This is an optimization exercise on Yosys and OpenROAD, whose aim is small area, a short achievable clock period and few clock cycles per item, not a production implementation.
In this exercise RTL edits were held to simulation tests only and were not proved equivalent to the original.

File: config.mk
export PLATFORM = sky130hd
export DESIGN_NAME = ex_stage_top
export DESIGN_NICKNAME = ex_stage_top
export VERILOG_FILES = /design/flow/design.v
export SDC_FILE = /design/flow/constraint.sdc
export NUM_CORES = 4
export LEC_CHECK = 0
export CAP_MARGIN = 20
export CORE_MARGIN = 2
export CORE_UTILIZATION = 40
export SETUP_SLACK_MARGIN = 3
export SLEW_MARGIN = 20
File: constraint.sdc
create_clock -name core_clock -period 9.0 [get_ports {clk}]
set_input_delay 1.8000 -clock core_clock [delete_from_list [all_inputs] [get_ports {clk}]]
set_output_delay 1.8000 -clock core_clock [all_outputs]
set_load 0.01 [all_outputs]
File: design.v
module ex_stage_top
(
	input  logic        clk,
	input  logic        reset_i,
	input  logic        issue_valid_i,
	input  logic [31:0] issue_inst_i,
	input  logic [63:0] issue_op1_i,
	input  logic [63:0] issue_op2_i,
	input  logic [63:0] issue_base_i,
	input  logic [63:0] issue_offset_i,
	input  logic [4:0]  issue_rd_i,
	output logic        wb_valid_o,
	output logic [4:0]  wb_rd_o,
	output logic [63:0] wb_data_o,
	output logic        redirect_valid_o,
	output logic [63:0] redirect_target_o,
	output logic        hold_o
);
	localparam int D     = 8;
	localparam int SB    = 2 * D;
	localparam int NSTEP = 64 / SB;
	localparam int NSW   = 32 / SB;
	localparam int CW    = (NSTEP > 1) ? $clog2(NSTEP) : 1;
	localparam int SW    = 65 + SB;
	logic [6:0] opc;
	logic [2:0] f3;
	logic [6:0] f7;
	logic       f7_zero;
	logic       f7_alt;
	logic       i6_zero;
	logic       i6_alt;
	assign opc     = issue_inst_i[6:0];
	assign f3      = issue_inst_i[14:12];
	assign f7      = issue_inst_i[31:25];
	assign f7_zero = f7 == 7'b0000000;
	assign f7_alt  = f7 == 7'b0100000;
	assign i6_zero = issue_inst_i[31:26] == 6'b000000;
	assign i6_alt  = issue_inst_i[31:26] == 6'b010000;
	logic op_op;
	logic op_imm;
	logic op_32;
	logic op_imm32;
	logic op_br;
	logic op_jal;
	logic op_jalr;
	logic op_lui;
	logic op_auipc;
	assign op_op    = opc == 7'b0110011;
	assign op_imm   = opc == 7'b0010011;
	assign op_32    = opc == 7'b0111011;
	assign op_imm32 = opc == 7'b0011011;
	assign op_br    = opc == 7'b1100011;
	assign op_jal   = opc == 7'b1101111;
	assign op_jalr  = opc == 7'b1100111;
	assign op_lui   = opc == 7'b0110111;
	assign op_auipc = opc == 7'b0010111;
	logic legal;
	logic is_mul;
	always_comb begin
		legal = op_jal || op_jalr || op_lui || op_auipc;
		if (op_op) begin
			legal = f7_zero || (f7_alt && (f3 == 3'd0 || f3 == 3'd5));
		end
		if (op_imm) begin
			case (f3)
				3'd1:    legal = i6_zero;
				3'd5:    legal = i6_zero || i6_alt;
				default: legal = 1'b1;
			endcase
		end
		if (op_32) begin
			case (f3)
				3'd0, 3'd5: legal = f7_zero || f7_alt;
				3'd1:       legal = f7_zero;
				default:    legal = 1'b0;
			endcase
		end
		if (op_imm32) begin
			case (f3)
				3'd0:    legal = 1'b1;
				3'd1:    legal = f7_zero;
				3'd5:    legal = f7_zero || f7_alt;
				default: legal = 1'b0;
			endcase
		end
	end
	assign is_mul = f7 == 7'b0000001 &&
		((op_op && !f3[2]) || (op_32 && f3 == 3'd0));
	logic i6;
	logic i5;
	logic i3;
	logic i2;
	logic alt;
	logic cls;
	logic word;
	logic sub;
	assign i6   = issue_inst_i[6];
	assign i5   = issue_inst_i[5];
	assign i3   = issue_inst_i[3];
	assign i2   = issue_inst_i[2];
	assign alt  = issue_inst_i[30];
	assign cls  = !i6 && !i2;
	assign word = !i6 && i3;
	assign sub  = !i2 && (i6 || ((f3 == 3'd0) ? (alt && i5) : (f3[2:1] == 2'b01)));
	logic [63:0] op1;
	logic [63:0] op2;
	logic [65:0] addsub;
	logic [63:0] sum;
	logic        ltu;
	logic        lt;
	logic        eq;
	assign op1 = issue_op1_i;
	assign op2 = issue_op2_i;
	assign addsub = {1'b0, op1, 1'b1} + {1'b0, op2 ^ {64{sub}}, sub};
	assign sum    = addsub[64:1];
	assign ltu    = !addsub[65];
	assign lt     = (op1[63] ^ op2[63]) ? op1[63] : sum[63];
	assign eq     = op1 == op2;
	logic        sh_left;
	logic        sh_fill;
	logic [5:0]  shamt;
	logic [63:0] sh_in;
	logic [63:0] sh_out;
	logic [63:0] op1_rev;
	logic [63:0] sh_out_rev;
	always_comb begin
		for (int i = 0; i < 64; i++) begin
			op1_rev[i]    = op1[63 - i];
			sh_out_rev[i] = sh_out[63 - i];
		end
	end
	assign sh_left = !f3[2];
	assign sh_fill = alt && (word ? op1[31] : op1[63]);
	assign shamt   = {op2[5] && !word, op2[4:0]};
	assign sh_in   = sh_left ? op1_rev :
		word ? {{32{sh_fill}}, op1[31:0]} : op1;
	assign sh_out  = 64'($signed({sh_fill, sh_in}) >>> shamt);
	logic        s_add;
	logic        s_shl;
	logic        s_shr;
	logic        s_slt;
	logic        s_xor;
	logic        s_or;
	logic        s_and;
	logic        s_lui;
	logic [63:0] res;
	logic [63:0] alu_res;
	assign s_add = (cls && f3 == 3'd0) || (i2 && (i6 || !i5));
	assign s_shl = cls && f3 == 3'd1;
	assign s_shr = cls && f3 == 3'd5;
	assign s_slt = cls && f3[2:1] == 2'b01;
	assign s_xor = cls && f3 == 3'd4;
	assign s_or  = cls && f3 == 3'd6;
	assign s_and = cls && f3 == 3'd7;
	assign s_lui = !i6 && i2 && i5;
	assign res =
		({64{s_add}} & sum) |
		({64{s_shl}} & sh_out_rev) |
		({64{s_shr}} & sh_out) |
		{63'd0, s_slt && (f3[0] ? ltu : lt)} |
		({64{s_xor}} & (op1 ^ op2)) |
		({64{s_or}}  & (op1 | op2)) |
		({64{s_and}} & (op1 & op2)) |
		({64{s_lui}} & op1);
	assign alu_res = word ? {{32{res[31]}}, res[31:0]} : res;
	logic br_cond;
	logic redirect;
	assign br_cond  = f3[2] ? (f3[1] ? ltu : lt) : eq;
	assign redirect = (op_br && f3[2:1] != 2'b01 && (br_cond ^ f3[0])) ||
		op_jal || op_jalr;
	localparam int AW = 66;
	localparam int TW = AW + SB;
	logic          busy_q;
	logic          fin_q;
	logic [CW-1:0] cnt_q;
	logic          w_q;
	logic          hi_q;
	logic          a_hi_q;
	logic          ext_q;
	logic          bprev_q;
	logic          cin_q;
	logic [AW-1:0] acc_s_q;
	logic [63:0]   acc_c_q;
	logic          wb_valid_q;
	logic [4:0]    wb_rd_q;
	logic [63:0]   wb_data_q;
	logic          redirect_valid_q;
	logic [63:0]   redirect_target_q;
	logic          accept;
	logic          last;
	logic          done;
	logic [64:0]   mcand;
	logic [SB:0]   mbits;
	assign accept = issue_valid_i && !busy_q;
	assign last   = w_q ? (cnt_q == CW'(NSW - 1)) : (cnt_q == CW'(NSTEP - 1));
	assign done   = fin_q || (last && !hi_q);
	assign mcand  = {a_hi_q, redirect_target_q};
	assign mbits  = {wb_data_q[SB-1:0], bprev_q};
	function automatic logic [TW-1:0] sign_const();
		logic [TW-1:0] k;
		k = (TW'(1) << (AW - 1)) + (TW'(1) << (64 + SB));
		for (int j = 0; j < D; j++) begin
			k = k + (TW'(1) << (65 + 2 * j));
		end
		sign_const = -k;
	endfunction
	logic [TW-1:0] rows [D];
	logic [D-1:0]  negs;
	always_comb begin
		for (int j = 0; j < D; j++) begin
			logic b2;
			logic b1;
			logic b0;
			logic one;
			logic two;
			logic [65:0] mag;
			logic [65:0] r;
			b2  = mbits[2 * j + 2];
			b1  = mbits[2 * j + 1];
			b0  = mbits[2 * j];
			one = b1 ^ b0;
			two = b2 ? (!b1 && !b0) : (b1 && b0);
			negs[j] = b2 && !(b1 && b0);
			mag = ({66{one}} & {mcand[64], mcand}) | ({66{two}} & {mcand, 1'b0});
			r   = mag ^ {66{negs[j]}};
			rows[j] = TW'({!r[65], r[64:0]}) << (2 * j);
			if (j == 0) begin
				rows[j] = rows[j] | sign_const();
			end else begin
				rows[j][2 * j - 2] = negs[j - 1];
			end
		end
	end
	logic [64:0]   ext_val;
	logic [TW-1:0] ext_row;
	logic [TW-1:0] s_row;
	logic [TW-1:0] c_row;
	assign ext_val = (ext_q && last) ? mcand : 65'd0;
	assign ext_row = {!ext_val[64], ext_val[63:0], SB'(negs[D-1]) << (SB - 2)};
	assign s_row   = TW'({!acc_s_q[AW-1], acc_s_q[AW-2:0]});
	assign c_row   = TW'(acc_c_q);
	localparam int NR = D + 3;
	function automatic int next_rows(input int n);
		next_rows = 2 * (n / 3) + (n % 3);
	endfunction
	function automatic int tree_levels(input int n);
		int l;
		int m;
		l = 0;
		m = n;
		while (m > 2) begin
			m = next_rows(m);
			l++;
		end
		tree_levels = l;
	endfunction
	function automatic int rows_at(input int n, input int level);
		int m;
		m = n;
		for (int l = 0; l < level; l++) begin
			m = next_rows(m);
		end
		rows_at = m;
	endfunction
	localparam int NL = tree_levels(NR);
	logic [(NL + 1) * NR * TW - 1:0] tree;
	assign tree[0 * TW +: TW] = s_row;
	assign tree[1 * TW +: TW] = c_row;
	assign tree[2 * TW +: TW] = ext_row;
	genvar gj;
	generate
		for (gj = 0; gj < D; gj++) begin : g_rows
			assign tree[(3 + gj) * TW +: TW] = rows[gj];
		end
	endgenerate
	genvar gl;
	genvar gt;
	generate
		for (gl = 0; gl < NL; gl++) begin : g_level
			localparam int N  = rows_at(NR, gl);
			localparam int N3 = N / 3;
			localparam int IB = gl * NR * TW;
			localparam int OB = (gl + 1) * NR * TW;
			for (gt = 0; gt < N3; gt++) begin : g_csa
				logic [TW-1:0] x;
				logic [TW-1:0] y;
				logic [TW-1:0] z;
				assign x = tree[IB + (3 * gt) * TW +: TW];
				assign y = tree[IB + (3 * gt + 1) * TW +: TW];
				assign z = tree[IB + (3 * gt + 2) * TW +: TW];
				assign tree[OB + (2 * gt) * TW +: TW]     = x ^ y ^ z;
				assign tree[OB + (2 * gt + 1) * TW +: TW] =
					{((x & y) | (x & z) | (y & z)), 1'b0};
			end
			for (gt = 3 * N3; gt < N; gt++) begin : g_pass
				assign tree[OB + (gt - N3) * TW +: TW] = tree[IB + gt * TW +: TW];
			end
			for (gt = N - N3; gt < NR; gt++) begin : g_zero
				assign tree[OB + gt * TW +: TW] = '0;
			end
		end
	endgenerate
	logic [TW-1:0] ts;
	logic [TW-1:0] tc;
	logic [1:0]    top;
	logic [SB+1:0] low;
	logic [63:0]   low_next;
	assign top      = tree[NL * NR * TW + TW - 2 +: 2] + tree[NL * NR * TW + TW + TW - 2 +: 2];
	assign ts       = {top, tree[NL * NR * TW +: TW - 2]};
	assign tc       = {2'b00, tree[NL * NR * TW + TW +: TW - 2]};
	assign low      = {1'b0, ts[SB-1:0], 1'b1} + {1'b0, tc[SB-1:0], cin_q};
	assign low_next = {low[SB:1], wb_data_q[63:SB]};
	logic [63:0] tgt_a;
	logic [63:0] tgt_b;
	logic [64:0] tgt_sum;
	logic [63:0] tgt;
	assign tgt_a = busy_q ? acc_s_q[63:0] : issue_base_i;
	assign tgt_b = busy_q ? acc_c_q : issue_offset_i;
	assign tgt_sum = {tgt_a, 1'b1} + {tgt_b, busy_q && cin_q};
	assign tgt     = tgt_sum[64:1];
	always_ff @(posedge clk) begin
		if (reset_i) begin
			busy_q           <= 1'b0;
			wb_valid_q       <= 1'b0;
			redirect_valid_q <= 1'b0;
		end else if (busy_q) begin
			busy_q           <= !done;
			wb_valid_q       <= done;
			redirect_valid_q <= 1'b0;
		end else begin
			busy_q           <= accept && is_mul;
			wb_valid_q       <= accept && !is_mul && legal;
			redirect_valid_q <= accept && !is_mul && redirect;
		end
	end
	always_ff @(posedge clk) begin
		if (busy_q) begin
			fin_q     <= last && hi_q;
			cnt_q     <= cnt_q + 1'b1;
			bprev_q   <= wb_data_q[SB-1];
			cin_q     <= low[SB+1];
			acc_s_q   <= ts[TW-1:SB];
			acc_c_q   <= tc[TW-3:SB];
			if (fin_q) begin
				wb_data_q <= tgt;
			end else if (last && w_q) begin
				wb_data_q <= {{32{low_next[63]}}, low_next[63:32]};
			end else begin
				wb_data_q <= low_next;
			end
		end else begin
			fin_q             <= 1'b0;
			cnt_q             <= '0;
			bprev_q           <= 1'b0;
			cin_q             <= 1'b0;
			acc_s_q           <= '0;
			acc_c_q           <= '0;
			w_q               <= i3;
			hi_q              <= f3 != 3'd0;
			a_hi_q            <= op1[63] && (f3 == 3'd1 || f3 == 3'd2);
			ext_q             <= op2[63] && f3[1] && !i3;
			wb_rd_q           <= issue_rd_i;
			wb_data_q         <= is_mul ? op2 : alu_res;
			redirect_target_q <= is_mul ? op1 : tgt;
		end
	end
	assign wb_valid_o        = wb_valid_q;
	assign wb_rd_o           = wb_rd_q;
	assign wb_data_o         = wb_data_q;
	assign redirect_valid_o  = redirect_valid_q;
	assign redirect_target_o = redirect_target_q;
	assign hold_o            = busy_q;
endmodule
File: run.sh
#!/bin/bash
# synth_recipe.tcl (not shown) runs the flow's synth.tcl, then flattens the netlist and writes it again
# the make line also repeats each setting of config.mk as NAME=value (left out here)
make -C /OpenROAD-flow-scripts/flow DESIGN_CONFIG=/design/flow/config.mk WORK_HOME=/design/flow/orfs CLKGATE_MAP_FILE= SYNTH_SCRIPT=/design/flow/synth_recipe.tcl finish
==> results.txt, run 1 <==
Summing all placed instances gives a cell area of 0.0633 mm^2. The number of cells on the worst hold path came out at 1. The x dimension of the die came out at 383 um. The number of core rows came out at 139.

The startpoint type of the worst setup path is a flop. The most used cell along the critical path is sky130_fd_sc_hd__fa_1. The number of standard cells after synthesis is 6958. The post-route non-filler standard cell count is 9069. The DRC violation count after routing came out at 0. The number of max-slew violations in the final report is 0. The total length of routed wires is 317000 um.

The cell sitting at the root of the clock tree is a sky130_fd_sc_hd__clkbuf_16. The pin count of the biggest net entering global routing came out at 123. The register bit total from synthesis is 275. The critical path depth in cells is 22. The number of nets in the synthesized netlist came out at 8177. The worst slack at placement came out at 1040 ps. The post-synthesis cell type with the largest combined area is sky130_fd_sc_hd__fa_1. The number of buffers on the longest clock path came out at 3. The count of TritonRoute iterations in the first routing pass came out at 12. The headroom to the max-slew limit is 0.146. In this run the number of H-tree levels came out at 2. The number of buffers created by CTS came out at 37. The detail-routed net length per standard cell is 35.0 um.

The total clock sinks came out at 275. The critical path is of the flop to flop type. The tightest hold path in the finished design has a slack of 491 ps. The boundary pin count came out at 432. After synthesis, the cell types taking the most area are sky130_fd_sc_hd__fa_1 (20%), sky130_fd_sc_hd__xnor2_1 (9.6%), sky130_fd_sc_hd__ha_1 (7.6%). Setup repair after global routing could not meet its margin everywhere. The die outline height came out at 383 um. The number of buffers and inverters on the critical path is 7. The number of antenna violations at the first check in global routing is 36. The growth of design area from synthesis to finish came out at 17.2%.

The total die area came out at 0.147 mm^2. Ranked by instance count, the synthesized netlist is headed by sky130_fd_sc_hd__inv_1 (831), sky130_fd_sc_hd__xnor2_1 (628), sky130_fd_sc_hd__fa_1 (576), sky130_fd_sc_hd__a22oi_1 (535), sky130_fd_sc_hd__nand2_1 (464). At the end of the flow, the number of nets in the layout was 8340. Data arrives at the worst endpoint at 6750 ps. The TritonCTS clock tree is yes.

The via total after detailed routing is 59100. The synthesized area per cell is 8.26 um^2. The highest clock rate came out at 0.161 GHz. The via count normalized by instance count is 6.52. During placement, the flow inserted port buffers numbering 416.

The finished cells cover 0.0674 mm^2. At the pin with the least slew margin, the transition time is 1280 ps. The share of cells above drive strength 1 came out at 0.127. The routability congestion estimate from global placement came out at 1.13.

The detailed router's first-iteration violation count came out at 8057. The worst register-to-register path has a depth of 22. The slowest stage of the critical path belongs to the cell sky130_fd_sc_hd__fa_1.

The final setup violation count is 0. Setup slack closes at 2790 ps. The share of synthesized area in the top cell type comes to 0.201. The number of enable-type register cells in the synthesized netlist is 73.

The first-pass GRT wire length is 440000 um. The fraction of registers with async set/reset came out at 0. The data required time of the critical path is 9540 ps.

The half-perimeter wire length after detailed placement is 238000 um. The remaining antenna violation count after routing is 0. The type of the tightest min-delay check is flop to flop. The most used flip-flop cell after synthesis is sky130_fd_sc_hd__dfxtp_1. Of all nets on the critical path, the largest fanout is 7. The number of hold violations in the final report came to 0. The standard cell core area came out at 0.143 mm^2. The worst setup path is captured at a flop. The critical path goes through buf_6 -> ha_4 -> buf_4 -> mux2_4 -> buf_4 -> a22oi_1 -> xor2_1 -> fa_1 -> fa_1 -> fa_1 -> fa_1 -> fa_1 -> inv_1 -> ha_1 -> o21ai_2 -> a31oi_4 -> buf_12 -> o311ai_4 -> buf_12 -> buf_8 -> a221o_2 -> o21ai_0. The fraction of the cycle the final worst path needs came out at 0.690. The number of distinct library cells after synthesis is 98. Summed over all layers, the global routing overflow is 0. The clock slew seen by the registers of the worst setup and hold paths is 70 ps. The final core utilization came out at 0.471. In the global route stage, overall resource usage came out at 0.419. The number of global-route vias before repair is 57200.

The count of warnings emitted by yosys came out at 2. The setup skew after layout is 47.6 ps.

The setup TNS after final layout is 0 ps. The starting density of the core came out at 0.402. The clock latency of the later-clocked register in the worst-skew pair came out at 610 ps. The number of placed instances, taps included, is 8830.

The peak per-stage delay on the critical path came out at 610 ps. The clock period minus worst slack is 6210 ps. The sequential-to-total area share from yosys stat came out at 0.109. Broken down by cell family, the worst path's largest delay share belongs to adder cells. The run finished with no timing, DRC or antenna violations. The post-synthesis instance area came out at 0.0575 mm^2. The max-capacitance violation count came out at 0.

The most common cell in the synthesized netlist is sky130_fd_sc_hd__inv_1.
## path summary, 6_finish.rpt
| check | startpoint | slack [ps] | endpoint |
|---|---|---|---|
| worst max-delay path | wb_data_q[3]$_DFF_P_ | 2790 | wb_data_q[37]$_DFF_P_ |
| worst min register to register | cnt_q[0]$_SDFF_PN0_ | 490 | cnt_q[0]$_SDFF_PN0_ |
| worst max register to register | wb_data_q[3]$_DFF_P_ | 2790 | wb_data_q[37]$_DFF_P_ |
| worst min-delay path | cnt_q[0]$_SDFF_PN0_ | 490 | cnt_q[0]$_SDFF_PN0_ |
## sequential cells by signal, indices dropped and copies added, names as in the netlist
name	cells
a_hi_q	1
acc_c_q	64
acc_s_q	66
bprev_q	1
busy_q	1
cin_q	1
cnt_q	2
ext_q	1
fin_q	1
hi_q	1
redirect_target_q	64
redirect_valid_q	1
w_q	1
wb_data_q	64
wb_rd_q	5
wb_valid_q	1
## routing by layer
layer | up-vias | track usage | part of all wire
li1 | 24300 | - | -
met4 | 28 | 0.296 | 0.092
met3 | 1117 | 0.128 | 0.12
met5 | - | 0 | 0.00058
met1 | 29200 | 0.507 | 0.36
met2 | 4439 | 0.634 | 0.42
## cell families (layout without fill, tap and decap cells)
| kind of cell | after synthesis | count (layout) | synth area share |
|---|---|---|---|
| muxes | 292 | 297 | 0.0687 |
| DFF | 275 | 275 | 0.109 |
| xor gates and xnor gates | 722 | 722 | 0.110 |
| and+or+nand+nor | 1331 | 1335 | 0.110 |
| AOI/OAI and AO/OA | 1947 | 1948 | 0.229 |
| adders and majority gates | 923 | 923 | 0.276 |
| other | 0 | 18 | 0 |
| buffers and inverters | 1468 | 1648 | 0.0974 |
## repair_timing
action                     CTS  global route
hold endpoints to repair     0             0
setup buffers              116            27
pin swaps                   59            41
hold buffers                 0             0
gates resized for setup    189           108
cloned                      11             1
setup endpoints to repair   61            73
## final cells by class
| type | count | area [um^2] |
|---|---|---|
| diodes | 18 | 45.0 |
| clock buffers | 44 | 1030 |
| clock inverters | 22 | 327 |
| fillers | 13900 | 75800 |
| inverters | 835 | 3150 |
| multi-input cells | 5225 | 47100 |
| flip-flops and latches | 275 | 6280 |
| well taps | 1903 | 2380 |
| repair buffers | 747 | 7070 |
## cell usage in the layout (no fill, tap or decap), drive strengths merged, types with 43 or more instances in the layout
master / instances
a211oi: 54
edfxtp: 73
a21oi: 373
xor2: 94
a221oi: 46
nand2: 464
nand3: 52
a22oi: 535
dfxtp: 202
inv: 834
mux2: 175
mux2i: 57
clkbuf: 47
clkdlybuf4s50: 404
fa: 576
nor3: 49
ha: 347
and2: 210
nand2b: 43
o211ai: 73
buf: 336
a21o: 90
xnor2: 628
mux4: 65
nor2: 324
nand4: 61
o22ai: 43
o21ai: 372
Testbench counts, summed over its fixed seeds: cycles 11,373, instructions 8,000.
==> inputs of run 2 (changes only) <==
--- a/design.v
+++ b/design.v
@@ -143,7 +143,6 @@
 	logic        s_or;
 	logic        s_and;
 	logic        s_lui;
-	logic [63:0] res;
 	logic [63:0] alu_res;
 	assign s_add = (cls && f3 == 3'd0) || (i2 && (i6 || !i5));
 	assign s_shl = cls && f3 == 3'd1;
@@ -153,7 +152,7 @@
 	assign s_or  = cls && f3 == 3'd6;
 	assign s_and = cls && f3 == 3'd7;
 	assign s_lui = !i6 && i2 && i5;
-	assign res =
+	assign alu_res =
 		({64{s_add}} & sum) |
 		({64{s_shl}} & sh_out_rev) |
 		({64{s_shr}} & sh_out) |
@@ -162,7 +161,6 @@
 		({64{s_or}}  & (op1 | op2)) |
 		({64{s_and}} & (op1 & op2)) |
 		({64{s_lui}} & op1);
-	assign alu_res = word ? {{32{res[31]}}, res[31:0]} : res;
 	logic br_cond;
 	logic redirect;
 	assign br_cond  = f3[2] ? (f3[1] ? ltu : lt) : eq;
@@ -170,6 +168,10 @@
 		op_jal || op_jalr;
 	localparam int AW = 66;
 	localparam int TW = AW + SB;
+	localparam logic [1:0] OM_PLAIN = 2'd0;
+	localparam logic [1:0] OM_W     = 2'd1;
+	localparam logic [1:0] OM_MUL   = 2'd2;
+	localparam logic [1:0] OM_MULW  = 2'd3;
 	logic          busy_q;
 	logic          fin_q;
 	logic [CW-1:0] cnt_q;
@@ -181,6 +183,9 @@
 	logic          cin_q;
 	logic [AW-1:0] acc_s_q;
 	logic [63:0]   acc_c_q;
+	logic [SB-1:0] low_s_q;
+	logic [SB-1:0] low_c_q;
+	logic [1:0]    omode_q;
 	logic          wb_valid_q;
 	logic [4:0]    wb_rd_q;
 	logic [63:0]   wb_data_q;
@@ -303,20 +308,22 @@
 	logic [TW-1:0] ts;
 	logic [TW-1:0] tc;
 	logic [1:0]    top;
-	logic [SB+1:0] low;
-	logic [63:0]   low_next;
-	assign top      = tree[NL * NR * TW + TW - 2 +: 2] + tree[NL * NR * TW + TW + TW - 2 +: 2];
-	assign ts       = {top, tree[NL * NR * TW +: TW - 2]};
-	assign tc       = {2'b00, tree[NL * NR * TW + TW +: TW - 2]};
-	assign low      = {1'b0, ts[SB-1:0], 1'b1} + {1'b0, tc[SB-1:0], cin_q};
-	assign low_next = {low[SB:1], wb_data_q[63:SB]};
+	assign top = tree[NL * NR * TW + TW - 2 +: 2] + tree[NL * NR * TW + TW + TW - 2 +: 2];
+	assign ts  = {top, tree[NL * NR * TW +: TW - 2]};
+	assign tc  = {2'b00, tree[NL * NR * TW + TW +: TW - 2]};
+	logic [SB+1:0] low_sum;
+	logic [SB-1:0] low;
+	logic          low_co;
+	assign low_sum = {1'b0, low_s_q, 1'b1} + {1'b0, low_c_q, cin_q};
+	assign low     = low_sum[SB:1];
+	assign low_co  = low_sum[SB+1];
 	logic [63:0] tgt_a;
 	logic [63:0] tgt_b;
 	logic [64:0] tgt_sum;
 	logic [63:0] tgt;
-	assign tgt_a = busy_q ? acc_s_q[63:0] : issue_base_i;
-	assign tgt_b = busy_q ? acc_c_q : issue_offset_i;
-	assign tgt_sum = {tgt_a, 1'b1} + {tgt_b, busy_q && cin_q};
+	assign tgt_a   = busy_q ? acc_s_q[63:0] : issue_base_i;
+	assign tgt_b   = busy_q ? acc_c_q : issue_offset_i;
+	assign tgt_sum = {tgt_a, 1'b1} + {tgt_b, busy_q && low_co};
 	assign tgt     = tgt_sum[64:1];
 	always_ff @(posedge clk) begin
 		if (reset_i) begin
@@ -338,15 +345,20 @@
 			fin_q     <= last && hi_q;
 			cnt_q     <= cnt_q + 1'b1;
 			bprev_q   <= wb_data_q[SB-1];
-			cin_q     <= low[SB+1];
+			cin_q     <= low_co;
 			acc_s_q   <= ts[TW-1:SB];
 			acc_c_q   <= tc[TW-3:SB];
+			low_s_q   <= ts[SB-1:0];
+			low_c_q   <= tc[SB-1:0];
+			omode_q   <= OM_PLAIN;
 			if (fin_q) begin
 				wb_data_q <= tgt;
-			end else if (last && w_q) begin
-				wb_data_q <= {{32{low_next[63]}}, low_next[63:32]};
+			end else if (last && !hi_q) begin
+				omode_q   <= w_q ? OM_MULW : OM_MUL;
+				wb_data_q <= {low, low, w_q ? wb_data_q[47:32] : wb_data_q[63:48],
+					w_q ? low : wb_data_q[47:32]};
 			end else begin
-				wb_data_q <= low_next;
+				wb_data_q <= {low, wb_data_q[63:SB]};
 			end
 		end else begin
 			fin_q             <= 1'b0;
@@ -355,6 +367,9 @@
 			cin_q             <= 1'b0;
 			acc_s_q           <= '0;
 			acc_c_q           <= '0;
+			low_s_q           <= '0;
+			low_c_q           <= '0;
+			omode_q           <= word ? OM_W : OM_PLAIN;
 			w_q               <= i3;
 			hi_q              <= f3 != 3'd0;
 			a_hi_q            <= op1[63] && (f3 == 3'd1 || f3 == 3'd2);
@@ -364,9 +379,19 @@
 			redirect_target_q <= is_mul ? op1 : tgt;
 		end
 	end
+	logic [63:0] wb_out;
+	always_comb begin
+		wb_out = wb_data_q;
+		case (omode_q)
+			OM_W:    wb_out[63:32] = {32{wb_data_q[31]}};
+			OM_MUL:  wb_out[63:48] = low;
+			OM_MULW: wb_out[63:16] = {{32{low[SB-1]}}, low};
+			default: ;
+		endcase
+	end
 	assign wb_valid_o        = wb_valid_q;
 	assign wb_rd_o           = wb_rd_q;
-	assign wb_data_o         = wb_data_q;
+	assign wb_data_o         = wb_out;
 	assign redirect_valid_o  = redirect_valid_q;
 	assign redirect_target_o = redirect_target_q;
 	assign hold_o            = busy_q;
--- a/config.mk
+++ b/config.mk
@@ -5,8 +5,9 @@
 export SDC_FILE = /design/flow/constraint.sdc
 export NUM_CORES = 4
 export LEC_CHECK = 0
+export ABC_AREA = 1
 export CAP_MARGIN = 20
 export CORE_MARGIN = 2
 export CORE_UTILIZATION = 40
-export SETUP_SLACK_MARGIN = 3
+export SETUP_SLACK_MARGIN = 4
 export SLEW_MARGIN = 20
==> results.txt, run 2 <==
The highest clock rate is 0.194 GHz. The core region is 0.144 mm^2. The number of enable-type register cells in the synthesized netlist came out at 73. STA classifies the critical path endpoint as an output port. The DRC violation count after routing is 0.

The slowest cell on the critical path is sky130_fd_sc_hd__a22oi_2. The transition time at the pin with the least slew margin came out at 1210 ps. Synthesis instantiated 58 different standard cells from the library. After clock tree synthesis, the clock-pin slew on the worst setup and hold paths is 60 ps. The die is 384 um wide. The worst hold path belongs to the class flop to flop. The TritonCTS clock tree is yes. The sequential-to-total area share from yosys stat is 0.118.

Across all hold checks on the routed design, the worst slack comes to 456 ps. The routability congestion estimate from global placement is 1.10. The setup TNS after final layout came out at 0 ps.

The highest fanout seen on the critical path came out at 3. The number of max-slew violations in the final report is 0. Among all flip-flop cells after synthesis, the most frequent one is sky130_fd_sc_hd__dfxtp_1. Ranked by flip-flop count, first place goes to acc_s_q.

The total clock sinks came out at 305. The number of clock buffers added by TritonCTS is 41. The number of antenna violations at the first check in global routing is 23.

The total die area is 0.148 mm^2. The number of nets in the final layout came out at 9761. The share of synthesized area in the top cell type comes to 0.199.

The first-pass GRT wire length is 450000 um. After synthesis the netlist holds a flip-flop and latch count of 305. Global routing finished with a remaining overflow of 0. sky130_fd_sc_hd__nand2_1 is the most common cell in the netlist. Once detail routing completed, the nets flagged for antenna violations numbered 0. The flow ran to the end and the layout has no timing, DRC or antenna violations. Hold repair after CTS inserted 0 buffers. The detailed router's first-iteration violation count is 8446. The number of global-route vias before repair is 61100.

The boundary pin count is 432. The clock period minus worst slack is 5170 ps. The detail-routed net length per standard cell came out at 31.0 um. The later pin in the worst-skew pair is clocked with a latency of 630 ps. The critical path goes through ha_4 -> inv_2 -> nor3_2 -> nand2_1 -> nand3_2 -> nand2_2 -> nand2_2 -> a21oi_2 -> or2_4 -> nand2_1 -> nand2_1 -> nand2_1 -> nand2_2 -> nand2_2 -> nand2_2 -> nand3_2 -> nand2_4 -> inv_2 -> nand2_1 -> a22oi_2 -> buf_2. After detailed routing, the number of vias per cell comes to 6.01. The library cell used most frequently in the layout, excluding fill and tap cells, is sky130_fd_sc_hd__nand2_1. The fraction of the cycle the final worst path needs came out at 0.574. The fraction of registers with async set/reset is 0. Ranked by total cell area, the synthesized netlist is headed by sky130_fd_sc_hd__fa_1 (20%), sky130_fd_sc_hd__nand2_1 (11%), sky130_fd_sc_hd__xor2_1 (9.6%). The peak per-stage delay on the critical path came out at 430 ps. The worst setup path is of the flop to output port kind. The number of standard cells after synthesis came out at 8386. Measured along the y axis, the die boundary spans 384 um. Compared with the post-synthesis result, the final layout area differs by 16.8%. The starting density of the core is 0.403. Data on the critical path arrives at its endpoint at 3370 ps. CTS built an H-tree with a depth of 2.

The total length of routed wires is 325000 um. The max-capacitance violation count came out at 0. The number of buffers on the longest clock path is 3. The cell at the root of the clock tree is sky130_fd_sc_hd__clkbuf_16. The share of cells above drive strength 1 came out at 0.0816. The half-perimeter wire length after detailed placement came out at 251000 um. Setup repair after global routing could not meet its margin everywhere.

The biggest area contributor in the post-synthesis netlist is sky130_fd_sc_hd__fa_1. The number of hold violations in the final report is 0. The via total after detailed routing came out at 63100. The worst setup path is launched from a flop. The fill cell total of the finished layout is 14900. By count the netlist is led by sky130_fd_sc_hd__nand2_1 (1711), sky130_fd_sc_hd__inv_1 (1346), sky130_fd_sc_hd__xor2_1 (632), sky130_fd_sc_hd__fa_1 (576), sky130_fd_sc_hd__o22ai_1 (526). The number of buffer and inverter stages on the critical path is 3. The number of flip-flops in the largest register is 66. The global-route total usage across every layer came out at 0.426.

The count of TritonRoute iterations in the first routing pass came out at 25. The setup skew after layout is 30.4 ps. The number of core rows is 139.

The library cells used most frequently in the layout, excluding fill and tap cells, are sky130_fd_sc_hd__nand2_1 (1667), sky130_fd_sc_hd__inv_1 (1321), sky130_fd_sc_hd__xor2_1 (621). On the critical path the largest part of the delay comes from simple AND/OR/NAND/NOR gates. The post-synthesis instance area came out at 0.0579 mm^2.

The final setup violation count came out at 0. Input and output buffers added on the ports amount to 416. The worst pin sits at a relative slew slack of 0.194. At the worst endpoint, the required time is 7200 ps. Synthesis produced a netlist with a net count of 9606. The synthesized area per cell came out at 6.91 um^2. The pin count of the biggest net entering global routing came out at 134. The count of warnings emitted by yosys is 2.
## run 2: cell count changes in the layout (fill, tap and decap cells not counted), sizes merged, moves of 174 or more
cell	previous run	this run
xor2	94	632
nand3	52	506
nand2	464	1726
o22ai	43	526
a22oi	535	36
xnor2	628	18
and2	210	1
inv	834	1358
mux2	175	1
## run 2: cell type report
class                   count  area [um^2]  share of cell area
inverters                1432         5460              0.0807
multi-input cells        6142        45400               0.671
flip-flops and latches    305         6860               0.101
well taps                1903         2380              0.0352
repair inverters            1         5.00           0.0000740
clock buffers              51         1110              0.0165
diodes                      7         17.5            0.000259
clock inverters            25          295             0.00437
repair buffers            618         6140              0.0907
## run 2: repair_timing
action	4_1_cts	5_1_grt
setup endpoints to repair	242	199
setup buffers	57	35
pin swaps	61	63
endpoints found under the hold margin	0	0
gates resized for setup	390	205
cloned	5	6
## run 2: final timing paths
| kind | from | end | slack, ps | depth (start not counted) |
|---|---|---|---|---|
| setup / recovery | low_s_q[4]$_SDFF_PN0_ | wb_data_o[61] | 3830 | 21 |
| hold / removal | cnt_q[0]$_SDFF_PN0_ | cnt_q[0]$_SDFF_PN0_ | 460 | 1 |
| setup reg to reg | wb_data_q[0]$_DFF_P_ | acc_s_q[38]$_SDFF_PN0_ | 4040 | 14 |
| hold reg to reg | cnt_q[0]$_SDFF_PN0_ | cnt_q[0]$_SDFF_PN0_ | 460 | 1 |
## run 2: per-stage QoR
step                cell area [um^2]  std cells  utilization  worst slack, ps
finish                         67600      10500        0.471             3830
global route                   67600      10500        0.471             3770
CTS                            66500      10400        0.463             3860
detailed placement             63400      10300        0.442             1720
global placement               63400      10300        0.442             1710
floorplan                      57900       8386            -             4070
## run 2: cell families after synthesis
group / share of synthesized area
AO/OA/AOI/OAI: 0.171
XOR/XNOR: 0.0983
adder cells (fa/ha/maj): 0.274
buffers and inverters: 0.128
flip-flops: 0.118
multiplexers: 0.00590
AND/OR/NAND/NOR: 0.204
## run 2: routing by layer
metal  track usage  wire [um]  vias to the layer above
li1              -          -                    27400
met1         0.517     120000                    30400
met2         0.652     138000                     4136
met3        0.0975      34100                     1082
met4         0.330      33400                       14
met5             0         95                        -
Testbench counts of run 2, summed over its fixed seeds: cycles 11,373, instructions 8,000.
==> inputs of run 3 (changes only) <==
--- a/design.v
+++ b/design.v
@@ -101,7 +101,7 @@
 	assign alt  = issue_inst_i[30];
 	assign cls  = !i6 && !i2;
 	assign word = !i6 && i3;
-	assign sub  = !i2 && (i6 || ((f3 == 3'd0) ? (alt && i5) : (f3[2:1] == 2'b01)));
+	assign sub  = !i2 && (i6 || f3[1] || (alt && i5));
 	logic [63:0] op1;
 	logic [63:0] op2;
 	logic [65:0] addsub;
@@ -143,6 +143,7 @@
 	logic        s_or;
 	logic        s_and;
 	logic        s_lui;
+	logic [63:0] alu_early;
 	logic [63:0] alu_res;
 	assign s_add = (cls && f3 == 3'd0) || (i2 && (i6 || !i5));
 	assign s_shl = cls && f3 == 3'd1;
@@ -152,15 +153,16 @@
 	assign s_or  = cls && f3 == 3'd6;
 	assign s_and = cls && f3 == 3'd7;
 	assign s_lui = !i6 && i2 && i5;
-	assign alu_res =
-		({64{s_add}} & sum) |
+	assign alu_early = is_mul ? op2 :
 		({64{s_shl}} & sh_out_rev) |
 		({64{s_shr}} & sh_out) |
-		{63'd0, s_slt && (f3[0] ? ltu : lt)} |
 		({64{s_xor}} & (op1 ^ op2)) |
 		({64{s_or}}  & (op1 | op2)) |
 		({64{s_and}} & (op1 & op2)) |
 		({64{s_lui}} & op1);
+	assign alu_res = alu_early |
+		({64{s_add && !is_mul}} & sum) |
+		{63'd0, s_slt && !is_mul && (f3[0] ? ltu : lt)};
 	logic br_cond;
 	logic redirect;
 	assign br_cond  = f3[2] ? (f3[1] ? ltu : lt) : eq;
@@ -319,12 +321,17 @@
 	assign low_co  = low_sum[SB+1];
 	logic [63:0] tgt_a;
 	logic [63:0] tgt_b;
-	logic [64:0] tgt_sum;
 	logic [63:0] tgt;
-	assign tgt_a   = busy_q ? acc_s_q[63:0] : issue_base_i;
-	assign tgt_b   = busy_q ? acc_c_q : issue_offset_i;
-	assign tgt_sum = {tgt_a, 1'b1} + {tgt_b, busy_q && low_co};
-	assign tgt     = tgt_sum[64:1];
+	logic        tgt_co;
+	assign tgt_a = busy_q ? acc_s_q[63:0] : issue_base_i;
+	assign tgt_b = busy_q ? acc_c_q : issue_offset_i;
+	ex_pfx_add #(.W(64), .ARCH(0)) i_tgt_add (
+		.a  (tgt_a),
+		.b  (tgt_b),
+		.ci (busy_q && low_co),
+		.s  (tgt),
+		.co (tgt_co)
+	);
 	always_ff @(posedge clk) begin
 		if (reset_i) begin
 			busy_q           <= 1'b0;
@@ -375,7 +382,7 @@
 			a_hi_q            <= op1[63] && (f3 == 3'd1 || f3 == 3'd2);
 			ext_q             <= op2[63] && f3[1] && !i3;
 			wb_rd_q           <= issue_rd_i;
-			wb_data_q         <= is_mul ? op2 : alu_res;
+			wb_data_q         <= alu_res;
 			redirect_target_q <= is_mul ? op1 : tgt;
 		end
 	end
@@ -396,3 +403,53 @@
 	assign redirect_target_o = redirect_target_q;
 	assign hold_o            = busy_q;
 endmodule
+module ex_pfx_add #(
+	parameter int W    = 64,
+	parameter int ARCH = 0
+) (
+	input  logic [W-1:0] a,
+	input  logic [W-1:0] b,
+	input  logic         ci,
+	output logic [W-1:0] s,
+	output logic         co
+);
+	localparam int L  = (W > 1) ? $clog2(W) : 1;
+	localparam int NS = (ARCH == 1) ? (2 * L - 1) : L;
+	logic [W-1:0]            p0;
+	logic [(NS + 1) * W - 1:0] gg;
+	logic [(NS + 1) * W - 1:0] pp;
+	assign p0 = a ^ b;
+	assign gg[W-1:0] = (a & b) | {{(W - 1){1'b0}}, p0[0] & ci};
+	assign pp[W-1:0] = p0;
+	genvar st;
+	genvar i;
+	generate
+		for (st = 0; st < NS; st++) begin : g_st
+			for (i = 0; i < W; i++) begin : g_bit
+				localparam int LV = (ARCH == 1 && st >= L) ? (2 * L - 2 - st) : st;
+				localparam int D2 = 1 << LV;
+				localparam bit UP = (ARCH == 1) && (st < L);
+				localparam bit DN = (ARCH == 1) && (st >= L);
+				localparam int J  =
+					(ARCH == 0) ? (((i >> LV) << LV) - 1) :
+					(ARCH == 2) ? (i - D2) : (i - D2);
+				localparam bit CMB =
+					(ARCH == 0) ? (((i >> LV) & 1) == 1) :
+					(ARCH == 2) ? (i >= D2) :
+					UP ? (((i + 1) % (2 * D2)) == 0) :
+					(((i + 1) % (2 * D2)) == D2 && i >= 2 * D2);
+				if (CMB) begin : g_c
+					assign gg[(st + 1) * W + i] = gg[st * W + i] | (pp[st * W + i] & gg[st * W + J]);
+					assign pp[(st + 1) * W + i] = pp[st * W + i] & pp[st * W + J];
+				end else begin : g_p
+					assign gg[(st + 1) * W + i] = gg[st * W + i];
+					assign pp[(st + 1) * W + i] = pp[st * W + i];
+				end
+			end
+		end
+	endgenerate
+	logic [W-1:0] gfin;
+	assign gfin = gg[NS * W +: W];
+	assign s    = p0 ^ {gfin[W-2:0], ci};
+	assign co   = gfin[W-1];
+endmodule
==> results.txt, run 3 <==
Measured against the total synthesized area, the mux share comes to 0.00458. The fraction of the cycle the final worst path needs came out at 0.572. The boundary pin count is 432. The number of core rows came out at 138. The most common cell after layout, fill and taps aside is sky130_fd_sc_hd__nand2_1.

The highest clock rate is 0.194 GHz. In the synthesized netlist the dominant register cell turns out to be sky130_fd_sc_hd__dfxtp_1. The flow ran to the end and the layout has no timing, DRC or antenna violations. The transition time at the pin with the least slew margin is 1180 ps. The total clock sinks came out at 305. STA classifies the critical path endpoint as a flop. The mapped netlist covers 0.0574 mm^2.

The top cell types in the final layout, fill and taps aside, are sky130_fd_sc_hd__nand2_1 (1687), sky130_fd_sc_hd__inv_1 (1233), sky130_fd_sc_hd__nand3_1 (646). The half-perimeter wire length after detailed placement came out at 260000 um. The multi-input gate area in the final layout came out at 0.0452 mm^2. The clock period minus worst slack came out at 5150 ps. The post-synthesis cell type with the largest combined area is sky130_fd_sc_hd__fa_1.

Across the whole layout, storage elements account for 0.00687 mm^2. STA classifies the critical path startpoint as an input port. The count of input and output buffers is 416. The number of antenna violations at the first check in global routing is 33. The die outline height came out at 383 um. The cell area reported after detailed placement is 0.0628 mm^2. The number of flip-flops in the largest register came out at 66.

The count of TritonRoute iterations in the first routing pass is 10. Averaged over all synthesized cells, the footprint is 6.99 um^2. Data on the critical path is required at its endpoint by 9520 ps.

By instance count, the leading cell after synthesis is sky130_fd_sc_hd__nand2_1. The post-route non-filler standard cell count is 10300. The number of nets in the synthesized netlist came out at 9432. The max-capacitance violation count is 0. The post-synthesis xor/xnor area fraction came out at 0.0956. For this configuration, the core starts out at a cell density of 0.404. After the last flow step, the layout net total stands at 9582. After synthesis, the largest family of logic cells by area is adder cells.

The sequential-to-total area share from yosys stat came out at 0.119. In the final layout, the share of cells above drive strength 1 is 0.0922. The fraction of the mapped netlist area in compound gates came out at 0.160. The number of global-route vias before repair came to 60500.

The critical path in this run is classified as input port to flop. In this run, placement finished with an instance count of 10100. The growth of design area from synthesis to finish came out at 17.2%. The post-route cell area came out at 0.0672 mm^2. The data arrival time of the critical path is 5670 ps. Clock skew on the completed layout was measured at 33.7 ps. The count of warnings emitted by yosys came out at 2.

The global-route total usage across every layer is 0.441. The number of enable-type register cells in the synthesized netlist is 73. Of the total synthesized cell area, the portion taken by AND, OR, NAND and NOR gates is 0.215. The floorplan step defined a die boundary enclosing 0.146 mm^2. The total number of H-tree levels came out at 2. Summed over all layers, the global routing overflow is 0. The largest register by flop count is acc_s_q. The worst slack at placement came out at 2020 ps. The number of buffers created by CTS came out at 39. Dividing the detail-routed via count by the number of cells gives 6.08. The number of max-slew violations in the final report is 0. The core region is 0.142 mm^2. TritonCTS built the clock tree. Ranked by instance count, the synthesized netlist is headed by sky130_fd_sc_hd__nand2_1 (1750), sky130_fd_sc_hd__inv_1 (1256), sky130_fd_sc_hd__nand3_1 (683), sky130_fd_sc_hd__xor2_1 (614), sky130_fd_sc_hd__fa_1 (582). Summed over all failing endpoints, the final setup total negative slack is 0 ps.

The via total after detailed routing came out at 62700. Of the post-synthesis cell area, the dominant cell type holds 0.203. The DRC violation count after routing is 0. Ranked by total cell area, the synthesized netlist is headed by sky130_fd_sc_hd__fa_1 (20%), sky130_fd_sc_hd__nand2_1 (11%), sky130_fd_sc_hd__xor2_1 (9.4%). The remaining antenna violation count after routing is 0. In this run the horizontal extent of the chip is 383 um.

The detailed router's first-iteration violation count came out at 7817. The register bit total from synthesis came out at 305. After technology mapping, the gate count stands at 8211. The number of hold violations in the final report is 0. The clock slew seen by the registers of the worst setup and hold paths is 60 ps. The tree is rooted in a sky130_fd_sc_hd__clkbuf_16. The routability congestion estimate from global placement came out at 1.08.

The highest fanout seen on the critical path is 5. The first global-routing pass estimated 458000 um of wire. The pin count of the biggest net entering global routing came out at 108. The detail-routed net length per standard cell came out at 32.4 um. The fraction of registers with async set/reset is 0. Setup violations remaining at the end of the flow were counted as 0.

In this run the worst hold path is classified as flop to flop. The number of buffers on the longest clock path came out at 3. The number of distinct library cells after synthesis is 66.

The clock latency of the later-clocked register in the worst-skew pair is 620 ps. Setup repair after global routing could not meet its margin everywhere. The post-route worst setup slack is 3850 ps. The headroom to the max-slew limit is 0.211. The total length of routed wires came out at 334000 um. Of the total synthesized cell area, the portion taken by full adders, half adders and majority gates is 0.278. The layout has 14600 filler cells.
run 3: worst paths after layout:
kind	endpoint	start	slack [ps]	cells past startpoint
worst max-delay path	redirect_valid_q$_SDFF_PP0_	issue_op1_i[10]	3850	11
worst min-delay path	cnt_q[0]$_SDFF_PN0_	cnt_q[0]$_SDFF_PN0_	460	1
worst max register to register	acc_s_q[38]$_SDFF_PN0_	wb_data_q[1]$_DFF_P_	3980	15
worst min register to register	cnt_q[0]$_SDFF_PN0_	cnt_q[0]$_SDFF_PN0_	460	1
run 3: area by class of cell:
cell class | instances | share of cell area
multi-input cells | 6041 | 0.672
flip-flops and latches | 305 | 0.102
repair buffers | 629 | 0.0937
inverters | 1345 | 0.0767
well taps | 1890 | 0.0352
clock buffers | 51 | 0.0158
clock inverters | 21 | 0.00354
diodes | 19 | 0.000707
run 3: critical path, stage by stage:
cell                              delay (ps)
sky130_fd_sc_hd__clkdlybuf4s50_1         890
sky130_fd_sc_hd__inv_1                   480
sky130_fd_sc_hd__ha_1                    440
sky130_fd_sc_hd__nor4_1                  760
sky130_fd_sc_hd__nand4_1                 360
sky130_fd_sc_hd__o41ai_1                 340
sky130_fd_sc_hd__buf_4                   250
sky130_fd_sc_hd__nand2_1                  70
sky130_fd_sc_hd__nand2_1                  50
sky130_fd_sc_hd__nand3_1                  90
sky130_fd_sc_hd__a21oi_1                 130
run 3: what timing repair did:
item | CTS | global route
endpoints found under the hold margin | 0 | 0
resized for setup | 454 | 260
cloned | 10 | 5
pin swaps | 60 | 57
hold buffers | 0 | 0
buffers inserted | 43 | 37
setup endpoints to repair | 298 | 215
run 3: logic make-up (layout without fill, tap and decap cells):
group | Yosys count | in the layout
buffers and inverters | 1871 | 2046
other | 0 | 19
AO/OA/AOI/OAI | 1514 | 1515
AND/OR/NAND/NOR | 2944 | 2948
XOR/XNOR | 626 | 626
multiplexers | 26 | 27
flip-flops | 305 | 305
adder cells (fa/ha/maj) | 925 | 925
run 3: stage by stage:
step	utilization	hold slack (ps)
floorplan	-	425
global placement	0.442	435
detailed placement	0.442	451
CTS	0.464	463
global route	0.473	477
finish	0.474	455
run 3: routing by layer:
metal | up-vias | track usage | wire length, um
met5 | - | 0 | 108
met4 | 16 | 0.310 | 30000
met3 | 953 | 0.110 | 35300
met2 | 4136 | 0.678 | 144000
met1 | 30700 | 0.538 | 124000
li1 | 26900 | - | -
Testbench counts of run 3, summed over its fixed seeds: cycles 11,373, instructions 8,000.
==> inputs of run 4 (changes only) <==
==> flow/run.sh (new file) <==
#!/bin/bash
# Layout flow: the standard flow (standard.sh) with two changes that help
# timing and area on sky130hd:
#  - the input and output port buffers are buf_4 cells; by default
#    buffer_ports picks the smallest buffer, a clkdlybuf4s50 delay cell, and
#    footprint-matched sizing can then only swap it for other delay cells;
#  - sizing may pick any equivalent cell, not only one of the same footprint.
# Synthesis is the standard synthesis, unchanged. Each step logs to its own
# file in the folder this runs in.
set -euo pipefail
bash standard.sh synth > synth.log 2>&1
sed 's|"\${@:-finish}"|"BUFFER_PORTS_ARGS=-buffer_cell sky130_fd_sc_hd__buf_4" MATCH_CELL_FOOTPRINT=0 "${@:-finish}"|' \
	standard.sh > standard_tuned.sh
grep -q MATCH_CELL_FOOTPRINT=0 standard_tuned.sh
bash standard_tuned.sh finish > layout.log 2>&1
test -s out/final.def
==> standard.sh (new file) <==
#!/bin/bash
# synth_recipe.tcl (not shown) runs the flow's synth.tcl, then flattens the netlist and writes it again
# the make line also repeats each setting of config.mk as NAME=value (left out here)
make -C /OpenROAD-flow-scripts/flow DESIGN_CONFIG=/design/flow/config.mk WORK_HOME=/design/flow/orfs CLKGATE_MAP_FILE= SYNTH_SCRIPT=/design/flow/synth_recipe.tcl "${@:-finish}"
--- a/config.mk
+++ b/config.mk
@@ -8,6 +8,7 @@
 export ABC_AREA = 1
 export CAP_MARGIN = 20
 export CORE_MARGIN = 2
-export CORE_UTILIZATION = 40
+export CORE_UTILIZATION = 70
+export PLACE_DENSITY = 0.75
 export SETUP_SLACK_MARGIN = 4
 export SLEW_MARGIN = 20
removed: run.sh
==> results.txt, run 4 <==
The commonest cells after synthesis are sky130_fd_sc_hd__nand2_1 (1750), sky130_fd_sc_hd__inv_1 (1256), sky130_fd_sc_hd__nand3_1 (683), sky130_fd_sc_hd__xor2_1 (614), sky130_fd_sc_hd__fa_1 (582). The register bit total from synthesis is 305. The total congestion overflow after global routing came out at 61.

The number of nets in the synthesized netlist came out at 9432. During synthesis, Yosys emitted a total of 2 warnings. The combinational family with the most area after synthesis is adder cells. For this run, the leading register cell type out of synthesis is sky130_fd_sc_hd__dfxtp_1. The die outline height came out at 290 um. The number of different library cells used by synthesis comes to 66. The fraction of the mapped netlist area in compound gates is 0.160. The adder and majority gate portion of the synthesized area is 0.278. The global-route repair_timing pass left the worst setup endpoint at wb_data_o[60]. The clock net in this run drives a total of 305 sinks. The synthesized area per cell is 6.99 um^2. The number of buffers created by CTS came out at 38. The post-synthesis xor/xnor area fraction came out at 0.0956. The number of core rows came out at 104. The starting density of the core came out at 0.710.

The flow did not finish. Routability-driven placement finished with a final weighted congestion of 1.27. The pin count of the biggest net entering global routing came out at 140. In the synthesized netlist the async set-or-reset flop fraction comes to 0. The last flow stage reached is global routing (5_1_grt). The tool reported: "[ERROR GRT-0232] Routing congestion too high. Check the congestion heatmap in the GUI".

The count of hold buffers inserted by post-cts repair came out at 0. The type of pin the worst path ends at is a top-level output. The sequential-to-total area share from yosys stat came out at 0.119. Summing every instance area after synthesis gives 0.0574 mm^2. The number of enable-type register cells in the synthesized netlist is 73.

After synthesis, the cell types taking the most area are sky130_fd_sc_hd__fa_1 (20%), sky130_fd_sc_hd__nand2_1 (11%), sky130_fd_sc_hd__xor2_1 (9.4%). The boundary pin count is 432. The largest total area in the synthesized netlist belongs to sky130_fd_sc_hd__fa_1. The area share of the largest cell type after synthesis came out at 0.203. The number of buffers on the longest clock path came out at 3.

During placement, the flow inserted port buffers numbering 416. After synthesis, the share of cell area in mux cells is 0.00458. The cell at the root of the clock tree is sky130_fd_sc_hd__clkbuf_16. Of the total synthesized cell area, the portion taken by AND, OR, NAND and NOR gates is 0.215. The most used standard cell by instance count after synthesis is sky130_fd_sc_hd__nand2_1. The x dimension of the die is 290 um. The total number of H-tree levels came out at 2. The wire-length estimate of the detail-placed layout is 201000 um.

The global-route total usage across every layer is 0.790. The number of standard cells after synthesis came out at 8211.
[run 4: cell counts after synthesis]
Identical to the previous run, type by type.
[run 4: logic make-up after synthesis]
kind of cell,after synthesis
xor gates and xnor gates,626
adders and majority gates,925
muxes,26
DFF,305
AOI/OAI and AO/OA,1514
buffers and inverters,1871
and+or+nand+nor,2944
[run 4: timing repair]
action                     CTS
gates resized for setup    138
pin swaps                   13
setup buffers               22
setup endpoints to repair  246
cloned                       2
[run 4: through the flow]
stage	setup slack [ps]	util	hold WS (ps)	std cells	cell area, um^2
3_3_place_gp	2650	0.746	435	9225	60200
2_1_floorplan	4120	-	425	8211	57400
3_5_place_dp	2620	0.746	450	9225	60200
4_1_cts	3950	0.770	464	9318	62200
[run 4: how the worst min path moves through the flow]
stage,from,endpoint,slack [ps]
after floorplan,cnt_q[0]$_SDFF_PN0_,cnt_q[0]$_SDFF_PN0_,430
after global placement,cnt_q[0]$_SDFF_PN0_,cnt_q[0]$_SDFF_PN0_,440
after detailed placement,cnt_q[0]$_SDFF_PN0_,cnt_q[0]$_SDFF_PN0_,450
after CTS,cnt_q[0]$_SDFF_PN0_,cnt_q[0]$_SDFF_PN0_,460
[run 4: routing by layer]
layer / GRT usage / overflow
met1: 0.782 / 1
met2: 0.928 / 26
met3: 0.675 / 4
met4: 0.796 / 30
met5: 0.362 / 0
==> inputs of run 5 (changes only) <==
--- a/config.mk
+++ b/config.mk
@@ -8,7 +8,6 @@
 export ABC_AREA = 1
 export CAP_MARGIN = 20
 export CORE_MARGIN = 2
-export CORE_UTILIZATION = 70
-export PLACE_DENSITY = 0.75
+export CORE_UTILIZATION = 40
 export SETUP_SLACK_MARGIN = 4
 export SLEW_MARGIN = 20
==> results.txt, run 5 <==
The setup slack on the worst flop-to-flop path came out at 4030 ps. The number of distinct library cells after synthesis came out at 66. The area growth from synthesis to layout is 15.2%. For met3 alone, demand over resource in global routing was 0.115.

The post-route worst setup slack came out at 3760 ps. Traced cell by cell, the critical path runs through buf_4 -> nand4_1 -> nor2_2 -> a31oi_4 -> xnor2_1 -> inv_1 -> o21ai_0 -> buf_4. The multi-input gate area in the final layout came out at 0.0451 mm^2. Synthesis inferred 305 register bits.

The largest register by flop count is acc_s_q. The highest clock rate came out at 0.191 GHz. Clock tree synthesis inserted a total of 37 buffers.

The count of hold buffers inserted by post-cts repair is 0. The area share of the largest cell type after synthesis is 0.203. The critical path depth in cells is 8. The remaining antenna violation count after routing came out at 0. Counting flops with an async set or reset pin after synthesis yields a share of 0. The flow ran to the end and the layout has no timing, DRC or antenna violations. In the global route stage, met1 resource usage came out at 0.546. Dividing the detail-routed wire length by the instance count gives 32.4 um. The peak per-stage delay on the critical path is 990 ps. The final setup violation count is 0. Yosys printed 2 warnings. The hold path startpoint is cnt_q[0]$_SDFF_PN0_. The met2 capacity usage during global routing is 0.674. The global-route total usage across every layer came out at 0.442. The pin count of the biggest net entering global routing is 125. The via total after detailed routing came out at 62000. The number of nets in the synthesized netlist came out at 9432.

The layer flagged by global routing as most heavily used is met2. The total die area is 0.146 mm^2. The setup skew after layout came out at 20.4 ps. After detailed routing, the number of vias per cell comes to 6.03.

Ranked by total cell area, the synthesized netlist is headed by sky130_fd_sc_hd__fa_1 (20%), sky130_fd_sc_hd__nand2_1 (11%), sky130_fd_sc_hd__xor2_1 (9.4%). The top cell types in the final layout, fill and taps aside, are sky130_fd_sc_hd__nand2_1 (1689), sky130_fd_sc_hd__inv_1 (1236), sky130_fd_sc_hd__nand3_1 (663). The cell at the root of the clock tree is sky130_fd_sc_hd__clkbuf_16. The number of enable-type register cells in the synthesized netlist came out at 73. The data required time of the critical path came out at 7200 ps. The worst setup path is launched from a flop.

The critical path capture point type is an output port. Summing all flip-flop and latch instances after layout gives 0.00686 mm^2. In the synthesized netlist, the cells that appear most often are sky130_fd_sc_hd__nand2_1 (1750), sky130_fd_sc_hd__inv_1 (1256), sky130_fd_sc_hd__nand3_1 (683), sky130_fd_sc_hd__xor2_1 (614), sky130_fd_sc_hd__fa_1 (582). The total length of routed wires came out at 334000 um. The clock passes through at most 3 buffers. In the post-synthesis netlist, the cell with the most instances is sky130_fd_sc_hd__nand2_1. The setup TNS after final layout is 0 ps. In this run the tightest slew margin relative to its limit is 0.169. Max-cap violations in this run came to 0. The worst slack at placement is 2200 ps. The number of global-route vias before repair is 59800. The most used cell along the critical path is sky130_fd_sc_hd__buf_4. In this run the worst setup path begins at cin_q$_SDFF_PN0_. The clock slew seen by the registers of the worst setup and hold paths is 70 ps. The post-synthesis cell type with the largest combined area is sky130_fd_sc_hd__fa_1.

The number of buffer and inverter stages on the critical path came out at 3. The boundary pin count came out at 432. The worst reg2reg path startpoint is redirect_target_q[28]$_DFFE_PN_. Setup repair after global routing could not meet its margin everywhere. The setup path with the least slack is of type flop to output port. The region available for standard cell placement spans 0.142 mm^2. The sequential-to-total area share from yosys stat is 0.119.

The number of core rows came out at 138. Of the cells placed in the final design, the portion with a size suffix greater than 1 is 0.133. The clock period minus worst slack came out at 5240 ps. The transition time at the pin with the least slew margin is 1250 ps. The x dimension of the die came out at 383 um. The half-perimeter wire length after detailed placement came out at 258000 um. The count of TritonRoute iterations in the first routing pass came out at 10. The register with the most flip-flops in the layout has 66 of them. The routability congestion estimate from global placement is 1.09. On the critical path, the stage with the largest delay is an instance of sky130_fd_sc_hd__o21ai_0. The detailed router's first-iteration violation count came out at 8409. In the finished design, the share of the clock period the worst path needs comes to 0.582. The number of cells on the worst hold path came out at 1. The final layout contains 9567 nets. The synthesized area per cell came out at 6.99 um^2. The type of the tightest min-delay check is flop to flop.

The fill cell total of the finished layout came out at 14700. The library cell used most frequently in the layout, excluding fill and tap cells, is sky130_fd_sc_hd__nand2_1. Grouping stages by cell kind, the critical path spends the most delay in compound AO/OA/AOI/OAI gates.

The total number of H-tree levels came out at 2. The die outline height is 383 um. TritonCTS built the clock tree.

The starting density of the core is 0.404. The total congestion overflow after global routing is 0. The highest fanout seen on the critical path came out at 3.

The number of antenna violations at the first check in global routing came out at 51. The clock latency of the later-clocked register in the worst-skew pair came out at 600 ps. The data arrival time of the critical path is 3440 ps.

In this run the cell area of the synthesized design comes to 0.0574 mm^2. CTS saw 305 sinks. The number of max-slew violations in the final report is 0.

For this run, the leading register cell type out of synthesis is sky130_fd_sc_hd__dfxtp_1. Buffers placed on the I/O ports in this run total 416. The worst register-to-register path has a depth of 13. The DRC violation count after routing is 0. In the synthesized netlist, the number of instances is 8211.

The number of hold violations in the final report came to 0. The first-pass GRT wire length is 459000 um.
run 5: cell counts after synthesis:
No cell type changed its count.
run 5: logic make-up (layout without fill, tap and decap cells):
group	after synthesis	count (layout)	synth area share
AOI/OAI and AO/OA	1514	1515	0.160
and+or+nand+nor	2944	2947	0.215
other	0	16	0
adders and majority gates	925	925	0.278
DFF	305	305	0.119
xor gates and xnor gates	626	626	0.0956
muxes	26	26	0.00458
buffers and inverters	1871	2031	0.128
run 5: path summary, 6_finish.rpt:
check                           endpoint
setup / recovery           wb_data_o[22]
hold / removal       cnt_q[0]$_SDFF_PN0_
setup reg to reg  acc_s_q[23]$_SDFF_PN0_
hold reg to reg      cnt_q[0]$_SDFF_PN0_
run 5: final cells by class:
type | instances | share of cell area
antenna | 16 | 0.000606
clock buffer | 46 | 0.0154
clock inverter | 22 | 0.00479
tap | 1890 | 0.0358
multi-input combinational | 6039 | 0.681
inverter | 1345 | 0.0777
timing repair buffer | 618 | 0.0805
sequential | 305 | 0.104
run 5: per-layer routing:
layer / up-vias / share of wire
li1: 26800 / -
met1: 30200 / 0.37
met2: 4050 / 0.43
met3: 910 / 0.11
met4: 30 / 0.090
met5: - / 0.00060
run 5: stage by stage:
stage | hold slack, ps | cell area (um^2) | std cells | utilization
2_1_floorplan | 425 | 57400 | 8211 | -
3_3_place_gp | 433 | 61600 | 10100 | 0.434
3_5_place_dp | 443 | 61700 | 10100 | 0.434
4_1_cts | 460 | 64400 | 10200 | 0.454
5_1_grt | 503 | 66100 | 10300 | 0.466
6_report | 463 | 66100 | 10300 | 0.466
run 5: timing repair:
action	in CTS	in global routing
buffers inserted	35	58
cloned	7	3
endpoints found under the setup margin	274	183
resized for setup	246	277
pin swaps	26	84

==> separate check: timing with driven ports <==
The results above use ideal ports. As a check the final layouts listed here were re-extracted and re-timed, cells and wires unchanged. Step 1 sets driving cells, clkbuf_16 on the clock port and buf_2 on the other inputs (assumed; they add their load-dependent delay and slew). Step 2 moves the port delays by t, midway between the first and last clock arrival at a register: inputs arrive t later, outputs are due t later. That takes back most of the time a late clock gives input paths. a / b / c = ideal ports / drivers / drivers and shift; a / b = the first two.
| run | t (ns) | setup slack, ns | clock arrival spread, ns |
|---|---|---|---|
| run 1 | 0.665 | 2.791 / 2.791 / 2.160 | 0.047 / 0.048 |
| run 2 | 0.682 | 3.834 / 3.768 / 3.254 | 0.031 / 0.031 |
| run 3 | 0.668 | 3.854 / 3.869 / 3.228 | 0.033 / 0.034 |
| run 5 | 0.653 | 3.763 / 3.696 / 3.293 | 0.022 / 0.021 |
After both steps every run listed still meets setup and hold. The setup slack of run 1, which loses most, moves by 0.000 ns with the drivers and by -0.631 ns with both steps.
